Background: an optimization exercise with open tools, aiming at small area, a short achievable clock period and few clock cycles per item. Do not read the settings as production practice. Where RTL was checked, it was by simulation tests only, not by an equivalence proof against the original. Power and IR drop assume default switching activity.

==> module dtfs_dsum_next, before the edit <==
module dtfs_dsum_next
(
    input  wire logic [DSUM_W-1:0]   s,
    input  wire logic [DIFF_W-1:0]   n,
    input  wire logic [DIFF_W-1:0]   o,
    output logic [DSUM_W-1:0]        r
);
    logic [DSUM_W-1:0] x2;
    logic [DSUM_W-1:0] x3;
    logic [DSUM_W-1:0] s1;
    logic [DSUM_W-1:0] c1;
    assign x2 = ~{{(DSUM_W-DIFF_W){n[DIFF_W-1]}}, n};
    assign x3 = {{(DSUM_W-DIFF_W){o[DIFF_W-1]}}, o};
    assign s1 = dtfs_pkg::csa_sum(s, x2, x3);
    assign c1 = {dtfs_pkg::csa_carry(s, x2, x3), 1'b1};
    logic [DSUM_W-1:0] g;
    logic [DSUM_W-1:0] p;
    logic [DSUM_W-1:0] gu [6];
    logic [DSUM_W-1:0] pu [6];
    logic [DSUM_W-1:0] gc;
    always_comb
    begin
        g     = s1 & c1;
        p     = s1 ^ c1;
        gu[0] = g;
        pu[0] = p;
        for (int l = 0; l < 5; l++)
        begin
            gu[l+1] = gu[l];
            pu[l+1] = pu[l];
            for (int i = 0; i < DSUM_W; i++)
                if ((((i + 1) % (2 << l)) == 0) && (i >= (1 << l)))
                begin
                    gu[l+1][i] = gu[l][i] | (pu[l][i] & gu[l][i - (1 << l)]);
                    pu[l+1][i] = pu[l][i] & pu[l][i - (1 << l)];
                end
        end
        gc = gu[5];
        for (int l = 3; l >= 0; l--)
            for (int i = 0; i < DSUM_W; i++)
                if ((((i + 1) % (2 << l)) == (1 << l)) && (i >= (2 << l)))
                    gc[i] = gc[i] | (pu[5][i] & gc[i - (1 << l)]);
        r[0] = p[0];
        for (int i = 1; i < DSUM_W; i++)
            r[i] = p[i] ^ gc[i-1];
    end
endmodule
export LEC_CHECK = 0
export ABC_AREA = 1
export CAP_MARGIN = 20
export CORE_MARGIN = 2
export CORE_UTILIZATION = 40
export CTS_CLUSTER_DIAMETER = 120
export CTS_CLUSTER_SIZE = 22
export SETUP_SLACK_MARGIN = 5
export SLEW_MARGIN = 20
export SYNTH_HIERARCHICAL = 1
create_clock -name core_clock -period 8.0 [get_ports {clk}]
standard.sh (not shown) runs the stock make flow with config.mk's settings and CLKGATE_MAP_FILE= SYNTH_SCRIPT=/design/flow/synth_recipe.tcl, a recipe that flattens the netlist after the stock synthesis.
==> flow/flow/run.sh <==
#!/bin/bash
# Layout flow: the standard flow (standard.sh, synthesis to finish),
# unchanged except that buffer_ports builds the input and output port
# buffers from sky130_fd_sc_hd__buf_2 rather than the cell it picks itself.
# standard.sh's full output is kept in standard.log in this folder.
set -e
export BUFFER_PORTS_ARGS="-buffer_cell sky130_fd_sc_hd__buf_2"
bash standard.sh > standard.log 2>&1
Then changed:
--- a/flow/design.v
+++ b/flow/design.v
@@ -223,37 +223,7 @@
     assign x3 = {{(DSUM_W-DIFF_W){o[DIFF_W-1]}}, o};
     assign s1 = dtfs_pkg::csa_sum(s, x2, x3);
     assign c1 = {dtfs_pkg::csa_carry(s, x2, x3), 1'b1};
-    logic [DSUM_W-1:0] g;
-    logic [DSUM_W-1:0] p;
-    logic [DSUM_W-1:0] gu [6];
-    logic [DSUM_W-1:0] pu [6];
-    logic [DSUM_W-1:0] gc;
-    always_comb
-    begin
-        g     = s1 & c1;
-        p     = s1 ^ c1;
-        gu[0] = g;
-        pu[0] = p;
-        for (int l = 0; l < 5; l++)
-        begin
-            gu[l+1] = gu[l];
-            pu[l+1] = pu[l];
-            for (int i = 0; i < DSUM_W; i++)
-                if ((((i + 1) % (2 << l)) == 0) && (i >= (1 << l)))
-                begin
-                    gu[l+1][i] = gu[l][i] | (pu[l][i] & gu[l][i - (1 << l)]);
-                    pu[l+1][i] = pu[l][i] & pu[l][i - (1 << l)];
-                end
-        end
-        gc = gu[5];
-        for (int l = 3; l >= 0; l--)
-            for (int i = 0; i < DSUM_W; i++)
-                if ((((i + 1) % (2 << l)) == (1 << l)) && (i >= (2 << l)))
-                    gc[i] = gc[i] | (pu[5][i] & gc[i - (1 << l)]);
-        r[0] = p[0];
-        for (int i = 1; i < DSUM_W; i++)
-            r[i] = p[i] ^ gc[i-1];
-    end
+    assign r  = s1 + c1;
 endmodule
 `default_nettype wire
 `default_nettype none
Clock-buffer cell count is unchanged.
Maximum frequency climbs by 16%.
Non-clock buffer count went down by 18.
Total power shrinks by 0.68%.
Critical path depth falls by 4.
Clock power barely changes.
Synthesized cell count is higher by about 7%.
Testbench counts after the change, summed over its fixed seeds: cycles 16,040, items 16,000.
Function not checked in the first run of this note: the RTL went through the layout flow alone.

[separate check: timing with driven ports]
The flow's constraints put no driver on any port. The routed layouts listed below were extracted and timed again, unchanged, in two steps. Step 1, drivers: a clkbuf_16 drives clk and a buf_2 each remaining input, both assumed. Step 2 times the ports against the registers' clock, not the clock port: input delays grow and output delays shrink by t, the midpoint of the rising clock arrivals with the driver on. Slacks: ideal / step 1 / step 2; pairs: ideal / step 1.
run | t, ns | slack for setup (ns) | worst setup path after step 2
the first run | 0.597 | 4.701 / 4.701 / 4.547 | input to register
the second run | 0.601 | 5.166 / 5.175 / 4.597 | input to register
After both steps setup and hold are still met in every run listed. For the second run, which loses most, drivers alone change the setup slack by +0.009 ns; drivers and shift together by -0.569 ns.
